This is an optimization exercise on Yosys and OpenROAD, whose aim is small area, a short achievable clock period and few clock cycles per item, not a production implementation.
Only simulation tests tie the RTL to the original design; equivalence was not proved.
Power figures rest on the tool's default switching activity, not on a simulated workload.

==> design/flow/design.v <==
package bspmc_pkg;
  localparam int SocW    = 24;
  localparam int CountW  = 18;
  localparam int VoltW   = 13;
  localparam int SStepW  = 16;
  localparam int CStepW  = 10;
  localparam int ModeW   = 8;
  localparam int SwW     = 7;
  localparam int OpW     = 3;
  localparam int CfgIdxW = 3;
  localparam int CfgDatW = 24;
  localparam int InDatW  = 80;
  localparam int OutDatW = 64;
  localparam logic [SocW-1:0] SOC_ONE = 24'd8388608;
  localparam logic [OpW-1:0] OP_PULSE    = 3'd0;
  localparam logic [OpW-1:0] OP_TICK     = 3'd1;
  localparam logic [OpW-1:0] OP_SET_MODE = 3'd2;
  localparam logic [OpW-1:0] OP_RESTORE  = 3'd3;
  localparam logic [OpW-1:0] OP_INIT_SOC = 3'd4;
  localparam logic [OpW-1:0] OP_ACK      = 3'd5;
  localparam logic [ModeW-1:0] MODE_DETUMBLE  = 8'd0;
  localparam logic [ModeW-1:0] MODE_CRITICAL  = 8'd1;
  localparam logic [ModeW-1:0] MODE_SURVIVAL  = 8'd2;
  localparam logic [ModeW-1:0] MODE_LOW_POWER = 8'd3;
  localparam logic [ModeW-1:0] MODE_IDLE      = 8'd4;
  localparam logic [ModeW-1:0] MODE_NORMAL    = 8'd5;
  localparam logic [ModeW-1:0] MODE_NONE      = 8'd255;
  localparam logic [CfgIdxW-1:0] REG_CRIT_TH     = 3'd0;
  localparam logic [CfgIdxW-1:0] REG_SURV_TH     = 3'd1;
  localparam logic [CfgIdxW-1:0] REG_LOWPWR_TH   = 3'd2;
  localparam logic [CfgIdxW-1:0] REG_CHARGED_MV  = 3'd3;
  localparam logic [CfgIdxW-1:0] REG_SOC_STEP    = 3'd4;
  localparam logic [CfgIdxW-1:0] REG_CHARGE_STEP = 3'd5;
  localparam logic [CfgIdxW-1:0] REG_CAPACITY    = 3'd6;
  localparam logic [SocW-1:0]   RST_CRIT_TH     = 24'd2097152;
  localparam logic [SocW-1:0]   RST_SURV_TH     = 24'd2516582;
  localparam logic [SocW-1:0]   RST_LOWPWR_TH   = 24'd3355443;
  localparam logic [VoltW-1:0]  RST_CHARGED_MV  = 13'd7100;
  localparam logic [SStepW-1:0] RST_SOC_STEP    = 16'd1526;
  localparam logic [CStepW-1:0] RST_CHARGE_STEP = 10'd25;
  localparam logic [CountW-1:0] RST_CAPACITY    = 18'd129600;
  typedef struct packed {
    logic [VoltW-1:0]  voltage_mv;
    logic              charge_dir;
    logic [ModeW-1:0]  mode_value;
    logic [15:0]       mode_primary;
    logic [15:0]       mode_redundant;
    logic [SocW-1:0]   soc_init;
    logic [OpW-1:0]    opcode;
  } in_item_t;
  function automatic logic [SwW-1:0] load_pattern(input logic [ModeW-1:0] m);
    logic [SwW-1:0] p;
    unique case (m)
      MODE_DETUMBLE:  p = 7'h03;
      MODE_CRITICAL:  p = 7'h00;
      MODE_SURVIVAL:  p = 7'h05;
      MODE_LOW_POWER: p = 7'h0F;
      MODE_IDLE:      p = 7'h0D;
      MODE_NORMAL:    p = 7'h1F;
      default:        p = 7'h00;
    endcase
    load_pattern = p;
  endfunction
endpackage
module battery_soc_power_mode_controller
(
  input  logic                clk,
  input  logic                rst,
  input  logic                s_tvalid,
  output logic                s_tready,
  input  logic [bspmc_pkg::OpW-1:0]      s_tuser,
  input  logic [bspmc_pkg::InDatW-1:0]   s_tdata,
  output logic                m_tvalid,
  input  logic                m_tready,
  output logic [bspmc_pkg::OutDatW-1:0]  m_tdata,
  input  logic                cfg_valid,
  output logic                cfg_ready,
  input  logic [bspmc_pkg::CfgIdxW-1:0]  cfg_index,
  input  logic [bspmc_pkg::CfgDatW-1:0]  cfg_data
);
  localparam int SocW   = bspmc_pkg::SocW;
  localparam int CountW = bspmc_pkg::CountW;
  localparam int ModeW  = bspmc_pkg::ModeW;
  localparam int SwW    = bspmc_pkg::SwW;
  localparam int SStepW = bspmc_pkg::SStepW;
  localparam int CStepW = bspmc_pkg::CStepW;
  logic [SocW-1:0]              crit_th;
  logic [SocW-1:0]              surv_th;
  logic [SocW-1:0]              lowpwr_th;
  logic [bspmc_pkg::VoltW-1:0]  charged_mv;
  logic [SStepW-1:0]            soc_step;
  logic [CStepW-1:0]            charge_step;
  logic [CountW-1:0]            capacity;
  logic [ModeW-1:0]  current_mode, current_mode_next;
  logic [ModeW-1:0]  applied_mode, applied_mode_next;
  logic              mode_changed, mode_changed_next;
  logic [SwW-1:0]    switch_pattern, switch_pattern_next;
  logic [SocW-1:0]   soc_est, soc_est_next;
  logic [CountW-1:0] charge_total, charge_total_next;
  logic              updated, updated_next;
  logic              accept;
  logic [2:0]                  op;
  logic                        dir;
  logic [bspmc_pkg::VoltW-1:0] volt;
  logic [ModeW-1:0]            mval;
  logic [15:0]                 prim, redu;
  logic [SocW-1:0]             sinit;
  assign op    = s_tuser;
  assign dir   = s_tdata[0];
  assign volt  = s_tdata[13:1];
  assign mval  = s_tdata[21:14];
  assign prim  = s_tdata[37:22];
  assign redu  = s_tdata[53:38];
  assign sinit = s_tdata[77:54];
  assign cfg_ready = 1'b1;
  assign s_tready  = !m_tvalid || m_tready;
  assign accept    = s_tvalid && s_tready;
  always_ff @(posedge clk) begin
    if (rst) begin
      crit_th     <= bspmc_pkg::RST_CRIT_TH;
      surv_th     <= bspmc_pkg::RST_SURV_TH;
      lowpwr_th   <= bspmc_pkg::RST_LOWPWR_TH;
      charged_mv  <= bspmc_pkg::RST_CHARGED_MV;
      soc_step    <= bspmc_pkg::RST_SOC_STEP;
      charge_step <= bspmc_pkg::RST_CHARGE_STEP;
      capacity    <= bspmc_pkg::RST_CAPACITY;
    end else if (cfg_valid) begin
      case (cfg_index)
        3'd0: crit_th     <= cfg_data;
        3'd1: surv_th     <= cfg_data;
        3'd2: lowpwr_th   <= cfg_data;
        3'd3: charged_mv  <= cfg_data[bspmc_pkg::VoltW-1:0];
        3'd4: soc_step    <= cfg_data[SStepW-1:0];
        3'd5: charge_step <= cfg_data[CStepW-1:0];
        3'd6: capacity    <= cfg_data[CountW-1:0];
        default: ;
      endcase
    end
  end
  logic [CountW:0]   count_sum;
  logic [CountW:0]   count_dif;
  logic [SocW:0]     soc_sum;
  logic [SocW:0]     soc_dif;
  logic [CountW-1:0] count_up, count_dn;
  logic [SocW-1:0]   soc_up, soc_dn;
  assign count_sum = {1'b0, charge_total} + {{(CountW+1-CStepW){1'b0}}, charge_step};
  assign count_dif = {1'b0, charge_total} - {{(CountW+1-CStepW){1'b0}}, charge_step};
  assign soc_sum   = {1'b0, soc_est} + {{(SocW+1-SStepW){1'b0}}, soc_step};
  assign soc_dif   = {1'b0, soc_est} - {{(SocW+1-SStepW){1'b0}}, soc_step};
  logic [CountW:0] csa_s, csa_c;
  logic [CountW:0] cap_n;
  logic [CountW+1:0] count_ovf;
  assign cap_n = ~{1'b0, capacity};
  assign csa_s = {1'b0, charge_total} ^ {{(CountW+1-CStepW){1'b0}}, charge_step} ^ cap_n;
  assign csa_c = ({1'b0, charge_total} & {{(CountW+1-CStepW){1'b0}}, charge_step})
               | ({1'b0, charge_total} & cap_n)
               | ({{(CountW+1-CStepW){1'b0}}, charge_step} & cap_n);
  assign count_ovf = {1'b0, csa_s} + {csa_c, 1'b0};
  assign count_up = count_ovf[CountW+1] ? capacity : count_sum[CountW-1:0];
  assign count_dn = count_dif[CountW] ? '0 : count_dif[CountW-1:0];
  logic [SocW-1:0] ovf_s, ovf_c;
  logic [SocW:0]   ovf_x;
  logic            soc_ovf;
  always_comb begin
    for (int i = 0; i < SocW; i++) begin
      if (i < SStepW) begin
        ovf_s[i] = ~(soc_est[i] ^ soc_step[i]);
        ovf_c[i] = soc_est[i] | soc_step[i];
      end else if (i < SocW-1) begin
        ovf_s[i] = ~soc_est[i];
        ovf_c[i] = soc_est[i];
      end else begin
        ovf_s[i] = soc_est[i];
        ovf_c[i] = 1'b0;
      end
    end
  end
  assign ovf_x   = {1'b0, ovf_s} + {ovf_c, 1'b0};
  assign soc_ovf = ovf_x[SocW];
  assign soc_up = soc_ovf ? bspmc_pkg::SOC_ONE : soc_sum[SocW-1:0];
  assign soc_dn = soc_dif[SocW] ? '0 : soc_dif[SocW-1:0];
  logic lt_crit, lt_surv, lt_low;
  assign lt_crit = soc_est < crit_th;
  assign lt_surv = soc_est < surv_th;
  assign lt_low  = soc_est < lowpwr_th;
  logic ld_crit, ld_surv, ld_low, ld_cur;
  assign ld_crit = applied_mode != bspmc_pkg::MODE_CRITICAL;
  assign ld_surv = applied_mode != bspmc_pkg::MODE_SURVIVAL;
  assign ld_low  = applied_mode != bspmc_pkg::MODE_LOW_POWER;
  assign ld_cur  = (applied_mode != current_mode) && (current_mode <= bspmc_pkg::MODE_NORMAL);
  logic [SwW-1:0] sw_crit, sw_surv, sw_low, sw_cur;
  assign sw_crit = ld_crit ? bspmc_pkg::load_pattern(bspmc_pkg::MODE_CRITICAL)  : switch_pattern;
  assign sw_surv = ld_surv ? bspmc_pkg::load_pattern(bspmc_pkg::MODE_SURVIVAL)  : switch_pattern;
  assign sw_low  = ld_low  ? bspmc_pkg::load_pattern(bspmc_pkg::MODE_LOW_POWER) : switch_pattern;
  assign sw_cur  = ld_cur  ? bspmc_pkg::load_pattern(current_mode)              : switch_pattern;
  logic [ModeW-1:0] tick_mode;
  logic [SwW-1:0]   tick_sw;
  logic             tick_upd;
  assign tick_mode = lt_crit ? bspmc_pkg::MODE_CRITICAL
                   : lt_surv ? bspmc_pkg::MODE_SURVIVAL
                   : lt_low  ? bspmc_pkg::MODE_LOW_POWER
                   : current_mode;
  assign tick_sw   = lt_crit ? sw_crit : lt_surv ? sw_surv : lt_low ? sw_low : sw_cur;
  assign tick_upd  = lt_crit ? ld_crit : lt_surv ? ld_surv : lt_low ? ld_low : ld_cur;
  logic             prim_ok;
  logic [ModeW-1:0] restore_mode;
  logic             restore_ne;
  assign prim_ok      = prim == redu;
  assign restore_mode = prim_ok ? prim[ModeW-1:0] : bspmc_pkg::MODE_IDLE;
  assign restore_ne   = prim_ok ? (prim[ModeW-1:0] != applied_mode)
                                : (applied_mode != bspmc_pkg::MODE_IDLE);
  logic [SocW-1:0] init_soc;
  assign init_soc = (sinit[SocW-1] && |sinit[SocW-2:0]) ? bspmc_pkg::SOC_ONE : sinit;
  always_comb begin
    current_mode_next   = current_mode;
    applied_mode_next   = applied_mode;
    mode_changed_next   = mode_changed;
    switch_pattern_next = switch_pattern;
    soc_est_next        = soc_est;
    charge_total_next   = charge_total;
    updated_next        = 1'b0;
    case (op)
      3'd0: begin
        if (dir) begin
          charge_total_next = count_up;
          soc_est_next      = soc_up;
        end else begin
          charge_total_next = count_dn;
          soc_est_next      = (volt > charged_mv) ? bspmc_pkg::SOC_ONE : soc_dn;
        end
      end
      3'd1: begin
        current_mode_next   = tick_mode;
        applied_mode_next   = tick_mode;
        mode_changed_next   = 1'b0;
        switch_pattern_next = tick_sw;
        updated_next        = tick_upd;
      end
      3'd2: begin
        current_mode_next = mval;
        mode_changed_next = mval != applied_mode;
      end
      3'd3: begin
        current_mode_next = restore_mode;
        mode_changed_next = restore_ne;
      end
      3'd4: soc_est_next = init_soc;
      3'd5: begin
        applied_mode_next = current_mode;
        mode_changed_next = 1'b0;
      end
      default: ;
    endcase
  end
  always_ff @(posedge clk) begin
    if (rst) begin
      current_mode   <= bspmc_pkg::MODE_LOW_POWER;
      applied_mode   <= bspmc_pkg::MODE_NONE;
      mode_changed   <= 1'b1;
      switch_pattern <= '0;
      soc_est        <= '0;
      charge_total   <= bspmc_pkg::RST_CAPACITY;
      updated        <= 1'b0;
      m_tvalid       <= 1'b0;
    end else if (accept) begin
      current_mode   <= current_mode_next;
      applied_mode   <= applied_mode_next;
      mode_changed   <= mode_changed_next;
      switch_pattern <= switch_pattern_next;
      soc_est        <= soc_est_next;
      charge_total   <= charge_total_next;
      updated        <= updated_next;
      m_tvalid       <= 1'b1;
    end else if (m_tready) begin
      m_tvalid       <= 1'b0;
    end
  end
  assign m_tdata = {{(bspmc_pkg::OutDatW-59){1'b0}},
                    charge_total,
                    soc_est,
                    updated,
                    switch_pattern,
                    mode_changed,
                    current_mode};
endmodule
==> design/flow/flow/run.sh <==
#!/bin/bash
# Standard ORFS layout (the standard.sh), except that synthesis maps with
# the delay-driven ABC script in flow/abc_speed.script and without the adder
# cell mapping, and the port buffers start as buf_1 cells.
set -euo pipefail
rm -rf scripts_abc
cp -r "$FLOW_HOME/scripts" scripts_abc
cp flow/abc_speed.script scripts_abc/abc_speed.script
bash standard.sh SCRIPTS_DIR="$PWD/scripts_abc" ADDER_MAP_FILE= BUFFER_PORTS_ARGS="-buffer_cell sky130_fd_sc_hd__buf_1" CTS_ARGS='-sink_clustering_enable -repair_clock_nets -dont_use_dummy_load -sink_clustering_size 10 -buf_list {sky130_fd_sc_hd__clkbuf_4 sky130_fd_sc_hd__clkbuf_8}' finish > standard.log 2>&1
==> design/flow/flow/abc_speed.script <==
strash
balance
rewrite
refactor
balance
rewrite
rewrite -z
balance
refactor -z
rewrite -z
balance
dch
map -D 1500
topo
stime -c
buffer -c
upsize -c -D 1500
dnsize -c -D 1500
==> design/flow/standard.sh <==
#!/bin/bash
# synth_recipe.tcl (not shown) runs the flow's synth.tcl, then flattens the netlist and writes it again
# the make line also repeats each setting of config.mk as NAME=value (left out here)
make -C /OpenROAD-flow-scripts/flow DESIGN_CONFIG=/design/flow/config.mk WORK_HOME=/design/flow/orfs CLKGATE_MAP_FILE= SYNTH_SCRIPT=/design/flow/synth_recipe.tcl "${@:-finish}"
==> design/flow/config.mk <==
export PLATFORM = sky130hd
export DESIGN_NAME = battery_soc_power_mode_controller
export DESIGN_NICKNAME = battery_soc_power_mode_controller
export VERILOG_FILES = /design/flow/design.v
export SDC_FILE = /design/flow/constraint.sdc
export NUM_CORES = 4
export LEC_CHECK = 0
export CAP_MARGIN = 20
export CORE_MARGIN = 2
export CORE_UTILIZATION = 40
export PLACE_DENSITY = 0.6
export SETUP_SLACK_MARGIN = 2.0
export SLEW_MARGIN = 20
export TNS_END_PERCENT = 100
==> design/flow/constraint.sdc <==
create_clock -name core_clock -period 5.0 [get_ports {clk}]
set_input_delay 1.0000 -clock core_clock [delete_from_list [all_inputs] [get_ports {clk}]]
set_output_delay 1.0000 -clock core_clock [all_outputs]
set_load 0.01 [all_outputs]
==> out/qor.txt, run 1 <==
Yosys warns - 1
CP most frequent cell - a21oi_1
Largest fanout on the critical path - 18
Cell area after synthesis - 13600 µm²
Met2 Routed Length - 21300 µm
Buffers & Inverters on Critical Path - 1
Worst hold path class - register to register
Util after Layout - 44.5%
Async set-reset flop share out of synthesis - 0%
Starting Density - 40.6%
# DRC - 0
Min cycle time layout - 2.86 ns
Core area - 33500 µm²
Critical path depth - 11
Drt total wl - 46100 µm
Max Cap Viol - 0
Critical path arrival - 3.20 ns
Via count - 14.9k
Clk Latency, worst-skew pair - 0.51 ns
Overall global routing resource usage - 25.7%
VDD IR max - 0.000173 V
XOR/XNOR share of the synthesized area - 3.15%
Fmax - 350 MHz
Worst-path clk slew - 0.10 ns
CP Launch Type - register
Number of diodes - 0
Die ar. - 35500 µm²
Post-synth EDFFs - 0
Outcome - complete, no violations
Final-layout fill cell count - 3573
Syn Area/Cell - 6.55 µm²
Highest metal used - met4
Slew @ Worst Pin - 0.965 ns
H-Tree Level Count - 4
R2R setup slack - 2.14 ns
Cell Pwr Density - 233 nW/µm²
Routed len/inst - 17.4 µm
Setup TNS - 0 ns
DP HPWL - 35800 µm
Synth unique cells - 78
Worst Path Required - 5.34 ns
Post-synthesis mux area share - 0%
Max-Slew Margin vs Limit - 35.7%
CTS tree - built
Routed length on met3 - 2500 µm
Critical path's slowest cell - dfxtp_1
Grt total ovfl - 0
Vias in the first global route - 13.8k
Drt first-iter violations - 1249
Remaining antenna violation count - 0
Final #Nets - 2320
Crit path launch - soc_est[20]
Final period utilization - 57.1%
Layout area overhead - 9.64%
Chip width - 188 µm
Worst Skew - 0.0554 ns
First-pass GRT wire length - 73400 µm
Crit-path max cell delay - 0.54 ns
Clock Path Buffers - 2
# rows - 67
Clock sinks - 195
RSZ-0062 raised after global routing - no
Io pins - 182
Share of layout cells above drive strength 1 - 8.26%
Initial antenna violation count - 0
RR Startpoint - soc_est[20]
Clk root buf - clkbuf_8
CP endpoint kind - register
#FFs+latches synth - 195
Worst Setup EP - soc_est[14]
Area share of and/or/nand/nor cells after synthesis - 23.5%
Critical path, cell by cell - inv_2 > nor4_2 > o221ai_1 > a21oi_1 > nand2_1 > a21oi_1 > o21bai_1 > and2_4 > a32o_1 > nand2_1 > a21oi_1
Hold Fails Final Rpt - 0
Compound-Gate Fraction of Synth Area - 33.8%
Via/cell ratio - 5.63
Cells after synthesis - 2076
Top_reg_cell synth - dfxtp_1
Die Y - 188 µm
FF-to-FF path depth - 11
TritonRoute pass-1 iters - 6
Routability cong. - 0.953
Adder-cell area share of the yosys netlist - 0%
# setup viols final - 0
Max-slew violation count - 0
PortBufs - 171
Worst reg2reg path endpoint - soc_est[14]
Worst Setup Path Type - register to register
Num CTS Buffers - 17
Met1 Routed Length - 21600 µm
Seq/Total Area, Yosys - 28.7%
Lkg Pwr - 6.40 nW
Largest net degree at the start of global routing - 102
Main combinational cell family by area after synthesis - compound AO/OA/AOI/OAI gates
CP delay by family, top - compound AO/OA/AOI/OAI gates
-- repair_timing --
item / 4_1_cts / 5_1_grt
endpoints found under the setup margin: 25 / 53
pin swaps: 0 / 1
gates resized for setup: 5 / 33
hold buffers: 0 / 0
buffers inserted: 3 / 2
-- flip-flops by register name, summed over array words and instances (netlist names) --
name,cells
lowpwr_th,24
m_tvalid,1
switch_pattern,5
surv_th,24
updated,1
charge_step,10
charge_total,18
mode_changed,1
capacity,18
applied_mode,8
charged_mv,13
crit_th,24
soc_est,24
current_mode,8
soc_step,16
-- synthesized netlist by cell type (all sizes together) (18+ instances only) --
cell type | number | area share (%)
inv | 267 | 7.4
nand2 | 319 | 9.0
nand4 | 31 | 1.5
o22ai | 44 | 2.1
or2 | 18 | 0.83
a31oi | 36 | 1.7
clkbuf | 60 | 1.7
a21oi | 268 | 10
o211ai | 30 | 1.7
nand3 | 91 | 3.7
buf | 28 | 1.5
xor2 | 47 | 3.0
o21ai | 251 | 9.4
nor2 | 186 | 5.8
a22oi | 31 | 1.7
nor3 | 38 | 1.4
dfxtp | 195 | 29
-- stage by stage --
stage	setup WS (ns)	cell area, µm²	total power [W]	hold WS, ns	cells
2_1_floorplan	2.21	13600	0.00238	0.446	2082
3_3_place_gp	1.55	14500	0.00263	0.449	2629
3_5_place_dp	1.52	14500	0.00264	0.457	2629
4_1_cts	2.00	14800	0.00348	0.472	2649
5_1_grt	1.98	14900	0.00367	0.487	2651
6_report	2.14	14900	0.00347	0.463	2651
-- tightest hold or removal path, delay by kind of cell (launching register included) --
| kind | cells | cell delay, ns |
|---|---|---|
| DFF | 1 | 0.33 |
| buffers and inverters | 1 | 0.05 |
| AOI/OAI and AO/OA | 1 | 0.05 |
-- worst min-delay path by stage --
stage | start | to | slack, ns | depth (start not counted)
global route | switch_pattern[1] | switch_pattern[1] | 0.49 | 2
floorplan | updated | updated | 0.45 | 2
CTS | switch_pattern[1] | switch_pattern[1] | 0.47 | 2
finish | switch_pattern[1] | switch_pattern[1] | 0.46 | 2
global placement | switch_pattern[1] | switch_pattern[1] | 0.45 | 2
detailed placement | switch_pattern[1] | switch_pattern[1] | 0.46 | 2
-- power breakdown --
part | switching [W] | internal (W) | total (W)
clock network | 0.000533 | 0.000302 | 0.000835
registers | 0.0000755 | 0.00161 | 0.00169
logic | 0.000631 | 0.000314 | 0.000945
-- layout by cell type, fill, tap and decap left out, drive strengths merged, types with 36 or more instances in the layout --
cell type / n
inv: 266
nand3: 91
o22ai: 44
a21oi: 268
xor2: 47
dfxtp: 195
o21ai: 251
nand2: 319
nor2: 186
a31oi: 36
buf: 191
nor3: 38
-- logic make-up (layout without fill, tap and decap cells) --
kind of cell           Yosys count  count (layout)
XOR/XNOR                        49              49
buffers and inverters          361             482
other                            2               8
flip-flops                     195             195
AND/OR/NAND/NOR                708             708
AO/OA/AOI/OAI                  761             761
-- cell type report --
type	count	area, µm²	area share, %
inverters	273	1040	7.00
flip-flops and latches	195	3920	26.3
well taps	448	561	3.76
multi-input cells	1526	8350	56.0
clock buffers	17	234	1.57
repair buffers	192	801	5.37
-- layer usage --
metal,vias up,track usage (%)
met5,-,0
met4,0,6.37
met3,55,3.82
met2,436,42.5
met1,6978,35.3
li1,7455,-
Testbench counts, summed over its fixed seeds: cycles 12,008, items 12,000.
==> run 2: changes to the inputs <==
==> design/flow/flow/run.sh (replaced) <==
#!/bin/bash
# Standard ORFS layout (the standard.sh), except that synthesis maps with
# the delay-driven ABC script in flow/abc_speed.script and without the adder
# cell mapping, and the port buffers start as buf_1 cells.
set -euo pipefail
rm -rf scripts_abc
cp -r "$FLOW_HOME/scripts" scripts_abc
cp flow/abc_speed.script scripts_abc/abc_speed.script
bash standard.sh SCRIPTS_DIR="$PWD/scripts_abc" ADDER_MAP_FILE= BUFFER_PORTS_ARGS="-buffer_cell sky130_fd_sc_hd__buf_1" CTS_ARGS='-sink_clustering_enable -repair_clock_nets -dont_use_dummy_load -sink_clustering_max_diameter 40 -buf_list {sky130_fd_sc_hd__clkbuf_4 sky130_fd_sc_hd__clkbuf_8}' finish > standard.log 2>&1
==> run 2 against run 1 <==
  * Total power unchanged
  * Sequential cell count unchanged
  * Final cell count unchanged
  * Still clean on timing, DRC and antenna
  * Worst setup slack unchanged
  * Largest power group unchanged
  * First-iteration DRC count unchanged
  * Sequential power about the same
  * Cell area unchanged
  * Critical path type unchanged
  * Register-to-register slack about the same
  * Global-route usage unchanged
  * Die area unchanged
  * Clock skew unchanged
==> out/qor.txt, run 2 <==
Syn Area/Cell - 6.55 µm² (unchanged)
# DRC - 0 (unchanged)
Via/cell ratio - 5.63 (unchanged)
Critical path's slowest cell - dfxtp_1
CP most frequent cell - a21oi_1
GR Layer Usage met1 - 35.3% (unchanged)
# setup viols final - 0 (unchanged)
Post-synth EDFFs - 0 (unchanged)
CP Launch Type - register
Most frequent cells in the layout - nand2_1 (307), a21oi_1 (262), inv_1 (245)
Cells after synthesis - 2076 (unchanged)
Post-synth top cells - nand2_1 (309), a21oi_1 (262), inv_1 (247), o21ai_0 (235), dfxtp_1 (195)
Final Instance Area - 14900 µm² (unchanged)
Most frequent cell after synthesis - nand2_1
Total power - 0.00347 W (unchanged)
Min cycle time layout - 2.86 ns (unchanged)
Worst hold path class - register to register
Critical path, cell by cell - inv_2 > nor4_2 > o221ai_1 > a21oi_1 > nand2_1 > a21oi_1 > o21bai_1 > and2_4 > a32o_1 > nand2_1 > a21oi_1
Top cells by area, synth - dfxtp_1 (29%), a21oi_1 (9.6%), o21ai_0 (8.6%)
Share of layout cells above drive strength 1 - 8.26% (unchanged)
Post-DP Area - 14500 µm² (unchanged)
DP HPWL - 35800 µm (unchanged)
Remaining antenna violation count - 0 (unchanged)
Busiest grt layer - met2
Met2 usage in global routing - 42.5% (unchanged)
Synth unique cells - 78 (unchanged)
Yosys warns - 1 (unchanged)
Worst Setup Path Type - register to register
PortBufs - 171 (unchanged)
Worst-path clk slew - 0.10 ns (about the same)
Post-synthesis mux area share - 0% (unchanged)
Drt first-iter violations - 1249 (unchanged)
Cell area after synthesis - 13600 µm² (unchanged)
Clock sinks - 195 (unchanged)
First-pass GRT wire length - 73400 µm (unchanged)
Io pins - 182 (unchanged)
Routability cong. - 0.953 (unchanged)
Share of the synthesized area in the top cell type - 28.7% (unchanged)
Final std cells w/o fill - 2651 (unchanged)
VDD IR max - 0.000173 V (unchanged)
Overall global routing resource usage - 25.7% (unchanged)
Commonest non-fill, non-tap cell in the layout - nand2_1
Max-Slew Margin vs Limit - 35.7% (unchanged)
Drt total wl - 46100 µm (unchanged)
Chip width - 188 µm (unchanged)
Slew @ Worst Pin - 0.965 ns (unchanged)
Final #Nets - 2320 (unchanged)
Number of diodes - 0 (unchanged)
Clock Path Buffers - 2 (unchanged)
Worst Skew - 0.0554 ns (unchanged)
Max-slew violation count - 0 (unchanged)
Max Cap Viol - 0 (unchanged)
Area share of and/or/nand/nor cells after synthesis - 23.5% (unchanged)
Final period utilization - 57.1% (unchanged)
Outcome - complete, no violations
Core area - 33500 µm² (unchanged)
#FFs+latches synth - 195 (unchanged)
Die ar. - 35500 µm² (unchanged)
Routed len/inst - 17.4 µm (unchanged)
Largest net degree at the start of global routing - 102 (unchanged)
Starting Density - 40.6% (unchanged)
Grt total ovfl - 0 (unchanged)
Top_reg_cell synth - dfxtp_1
Layout area overhead - 9.64% (unchanged)
Lkg Pwr - 6.40 nW (unchanged)
Die Y - 188 µm (unchanged)
Setup TNS - 0 ns (unchanged)
Cell Pwr Density - 233 nW/µm² (unchanged)
Via count - 14.9k (unchanged)
Initial antenna violation count - 0 (unchanged)
Fmax - 350 MHz (unchanged)
Async set-reset flop share out of synthesis - 0% (unchanged)
Adder-cell area share of the yosys netlist - 0% (unchanged)
Placed Cells incl. Taps - 2629 (unchanged)
Hold Fails Final Rpt - 0 (unchanged)
Hold Buf Count CTS - 0 (unchanged)
Clk Latency, worst-skew pair - 0.51 ns (about the same)
Main combinational cell family by area after synthesis - compound AO/OA/AOI/OAI gates
Worst Path Required - 5.34 ns (about the same)
XOR/XNOR share of the synthesized area - 3.15% (unchanged)
Met3 usage - 3.82% (unchanged)
Final-layout fill cell count - 3573 (unchanged)
H-Tree Level Count - 4 (unchanged)
Largest area contributor in the netlist - dfxtp_1
Compound-Gate Fraction of Synth Area - 33.8% (unchanged)
Critical path arrival - 3.20 ns (about the same)
TritonRoute pass-1 iters - 6 (unchanged)
# rows - 67 (unchanged)
Seq/Total Area, Yosys - 28.7% (unchanged)
Largest fanout on the critical path - 18 (unchanged)
CP endpoint kind - register
Clk root buf - clkbuf_8
Vias in the first global route - 13.8k (unchanged)
RSZ-0062 raised after global routing - no
CTS tree - built
Crit-path max cell delay - 0.54 ns (about the same)
Num CTS Buffers - 17 (unchanged)
[run 2: cell counts after synthesis]
No cell type changed its count.
[run 2: cells by family (layout without fill, tap and decap cells)]
| group | Yosys count | count (layout) |
|---|---|---|
| AOI/OAI and AO/OA | 761 | 761 |
| other | 2 | 8 |
| buffers and inverters | 361 | 482 |
| DFF | 195 | 195 |
| and+or+nand+nor | 708 | 708 |
| xor gates and xnor gates | 49 | 49 |
[run 2: timing repair]
action | CTS | global route
buffers inserted | 3 | 2
pin swaps | 0 | 1
hold endpoints to repair | 0 | 0
cloned | 0 | 0
setup endpoints to repair | 25 | 53
resized for setup | 5 | 33
[run 2: final timing paths]
check,start,to,slack (ns),depth (start not counted)
worst max-delay path,soc_est[20],soc_est[14],2.14,11
worst min-delay path,switch_pattern[1],switch_pattern[1],0.46,2
worst max register to register,soc_est[20],soc_est[14],2.14,11
worst min register to register,switch_pattern[1],switch_pattern[1],0.46,2
[run 2: layout make-up]
| cell class | instances | area [µm²] | share of cell area, % |
|---|---|---|---|
| Multi-Input combinational cell | 1526 | 8350 | 56.0 |
| Sequential cell | 195 | 3920 | 26.3 |
| Inverter | 273 | 1040 | 7.00 |
| Timing Repair Buffer | 192 | 801 | 5.37 |
| Tap cell | 448 | 561 | 3.76 |
| Clock buffer | 17 | 234 | 1.57 |
[run 2: metal layers]
metal | vias up | share of wire [%]
met5 | - | 0
met4 | 0 | 1.6
met3 | 55 | 5.4
met2 | 436 | 46
met1 | 6978 | 47
li1 | 7455 | -
[run 2: through the flow]
| stage | setup slack (ns) | hold WS (ns) | utilization (%) |
|---|---|---|---|
| after global routing | 1.98 | 0.487 | 44.5 |
| final | 2.14 | 0.463 | 44.5 |
| after detailed placement | 1.52 | 0.457 | 43.4 |
| after global placement | 1.55 | 0.449 | 43.4 |
| after CTS | 2.00 | 0.472 | 44.1 |
| after floorplan | 2.21 | 0.446 | - |
[run 2: where the power goes]
part / internal [W] / switching, W
Sequential: 0.00161 / 0.0000755
Combinational: 0.000314 / 0.000631
Clock: 0.000302 / 0.000533
Total: 0.00223 / 0.00124
[run 2: worst max-delay path, delay by kind of cell (launching register included)]
family / cells / cell delay (ns)
AND/OR/NAND/NOR: 4 / 0.82
flip-flops: 1 / 0.54
buffers and inverters: 1 / 0.17
AO/OA/AOI/OAI: 6 / 1.19

## afterwards: timing with drivers on the ports
No port has a modelled driver above. Below, the same layouts with a new extraction and two added sets of constraints.
Step 1 (the two cells are an assumption about what drives the block):
set clk [get_ports {clk}]
set_driving_cell -lib_cell sky130_fd_sc_hd__clkbuf_16 $clk
set_driving_cell -lib_cell sky130_fd_sc_hd__buf_2 [delete_from_list [all_inputs] $clk]
Step 2 times the ports against the registers' clock, not the clock port: input delays grow and output delays shrink by t, the midpoint of the rising clock arrivals with the driver on.
Slacks: no drivers / after step 1 / after step 2; pairs: no drivers / after step 1.
run | shift t [ns] | slack for setup (ns) | slew at the worst register clock pin (ns) | cell pins on the clock port's net
run 1 | 0.530 | 2.143 / 2.143 / 1.726 | 0.12 / 0.12 | 1
run 2 | 0.530 | 2.143 / 2.143 / 1.726 | 0.12 / 0.12 | 1
After both steps setup and hold are still met in every run listed.
